What follows belongs to an exercise in optimizing a design on an open flow for small area, a short achievable clock period and few clock cycles per item; a production flow would make more cautious choices.
Where RTL was checked, it was by simulation tests only, not by an equivalence proof against the original.
Power is estimated from default activity; no workload was simulated.

// dac_waveform_sequencer
module dac_waveform_sequencer #(
  parameter int TABLE_DEPTH     = 20,
  parameter int SHORT_DEPTH     = 10,
  parameter int SEQUENCE_LENGTH = 6
) (
  input  logic                              clk_i,
  input  logic                              rst_ni,
  input  logic                              in_valid_i,
  output logic                              in_stall_o,
  input  logic [1:0]                        opcode_i,
  input  logic [1:0]                        table_select_i,
  input  logic [4:0]                        sample_index_i,
  input  logic [dws_pkg::SAMPLE_W-1:0]      sample_value_i,
  input  logic [dws_pkg::SEG_LIST_W-1:0]    segment_list_i,
  output logic                              out_valid_o,
  input  logic                              out_stall_i,
  output logic [dws_pkg::SAMPLE_W-1:0]      dac_value_o,
  output logic                              busy_res_o,
  output logic                              sequence_done_o,
  output logic                              refused_o,
  input  logic                              cfg_valid_i,
  output logic                              cfg_ready_o,
  input  logic [dws_pkg::CFG_INDEX_W-1:0]   cfg_index_i,
  input  logic [dws_pkg::CFG_DATA_W-1:0]    cfg_data_i
);
Size in the first run: roughly 790 flip-flops, ~33000 um^2 of cells after synthesis.
Settings: LEC_CHECK=0, ABC_CLOCK_PERIOD_IN_PS=2300, CAP_MARGIN=20, CORE_MARGIN=2, CORE_UTILIZATION=40, SETUP_SLACK_MARGIN=4.2, SLEW_MARGIN=20; clock period 6.5 ns.
run.sh (not shown) runs the stock make flow with config.mk's settings and CLKGATE_MAP_FILE= SYNTH_SCRIPT=/design/flow/synth_recipe.tcl, a recipe that flattens the netlist after the stock synthesis.
Testbench counts at the start, summed over its fixed seeds: cycles 110,850, items 110,722.
Edit:
--- a/flow/design.v
+++ b/flow/design.v
@@ -365,20 +365,23 @@
     if (cwe[6]) hold_q                   <= cd_hold;
     if (cwe[7]) unit_q                   <= cd_unit;
   end
   assign hold_m1 = (hold_q == '0) ? '0 : hold_q - 8'd1;
   assign unit_m1 = (unit_q == '0) ? '0 : unit_q - 8'd1;
   logic                             iv_q;
   logic                             stall_q;
   logic                             ov_q;     
   logic                             full_q;   
   logic                             ld_q, st_q, tk_q;   
+  logic [1:0]                       tsel_q;
+  logic [4:0]                       idx_q;
+  logic [SW-1:0]                    val_q;
   logic [dws_pkg::SEG_LIST_W-1:0]   seg_q;
   logic [dws_pkg::SEG_CODES-1:0]    in_pl, s_pl_q;
   logic                             in_found, s_found_q;
   logic                             in_zft, s_zft_q;
   logic [2:0]                       in_c1, s_c1_q;
   logic                             proc;
   logic                             take;
   assign proc = iv_q && !full_q;
   assign take = ov_q && !out_stall_i;
   logic iv_d, ov_d, full_d;
@@ -401,23 +404,24 @@
       stall_q <= iv_d && full_d;
       ov_q    <= ov_d;
       full_q  <= full_d;
     end
   end
   always_ff @(posedge clk_i) begin
     if (!stall_q) begin
       ld_q   <= (opcode_i == dws_pkg::OP_LOAD);
       st_q   <= (opcode_i == dws_pkg::OP_START);
       tk_q   <= (opcode_i == dws_pkg::OP_TICK);
-      seg_q  <= (opcode_i == dws_pkg::OP_LOAD)
-                ? {3'b000, table_select_i, sample_index_i, sample_value_i}
-                : segment_list_i;
+      tsel_q <= table_select_i;
+      idx_q  <= sample_index_i;
+      val_q  <= sample_value_i;
+      seg_q  <= segment_list_i;
       s_pl_q    <= in_pl;
       s_found_q <= in_found;
       s_zft_q   <= in_zft;
       s_c1_q    <= in_c1;
     end
   end
   dws_scan u_scan (
     .seg_i   (segment_list_i),
     .tnz_i   (tnz_q),
     .pl_o    (in_pl),
@@ -438,23 +442,23 @@
   logic [SW-1:0]      o_dac_q, f_dac_q;
   logic               o_busy_q, o_done_q, o_ref_q;
   logic               f_busy_q, f_done_q, f_ref_q;
   dws_ctrl u_ctrl (
     .clk_i      (clk_i),
     .rst_ni     (rst_ni),
     .proc_i     (proc),
     .load_i     (ld_q),
     .start_i    (st_q),
     .tick_i     (tk_q),
-    .tsel_i     (seg_q[14:13]),
-    .idx_i      (seg_q[12:8]),
-    .val_i      (seg_q[7:0]),
+    .tsel_i     (tsel_q),
+    .idx_i      (idx_q),
+    .val_i      (val_q),
     .seg_i      (seg_q),
     .s_pl_i     (s_pl_q),
     .s_found_i  (s_found_q),
     .s_zft_i    (s_zft_q),
     .s_c1_i     (s_c1_q),
     .time_i     (time_q),
     .amp_i      (amp_q),
     .hold_m1_i  (hold_m1),
     .unit_m1_i  (unit_m1),
     .dac_prev_i (o_dac_q),
Result:
- The changed run finished clean
- core utilization came out higher by 1.3 points
- critical path depth came out lower by 5
- worst setup slack is better by 0.15 ns
- total power came out higher by about 2%
- synthesized cell count came out higher by 1.3%
- design area came out higher by 4.0%
- synthesized area came out higher by 0.97%
- non-clock buffer count came out higher by 67
- via count came out higher by about 4.4%
- wire length came out higher by about 7.5%
- register-to-register slack is better by 0.16 ns
- die area came out higher by about 1%
- count of clock-buffer cells in the layout came out lower by 6
For the second run of this note, only the layout was checked, not whether the RTL still works.

-- what the ideal ports hide --
No port has a modelled driver above. Below, the same layouts with a new extraction and two added sets of constraints.
Step 1: set_driving_cell puts a clkbuf_16 on clk_i and a buf_2 on each other input, an assumption about the parent block.
Step 2 adds t to the input delays and takes it off the output delays; t is the mean of the earliest and latest rising clock arrival at the registers after step 1. Input paths then give back, and output paths get back, about the clock's delay inside the block.
a / b / c = ideal / step 1 / step 2; a / b = the first two.
run | t (ns) | slack for setup (ns) | worst hold slack (ns)
the first run | 0.707 | 3.811 / 3.811 / 3.570 | 0.462 / 0.462 / 0.462
the second run | 0.698 | 3.956 / 3.889 / 3.538 | 0.459 / 0.459 / 0.459
After both steps setup and hold are still met in every run listed. For the second run, which loses most, drivers alone change the setup slack by -0.067 ns; drivers and shift together by -0.418 ns.
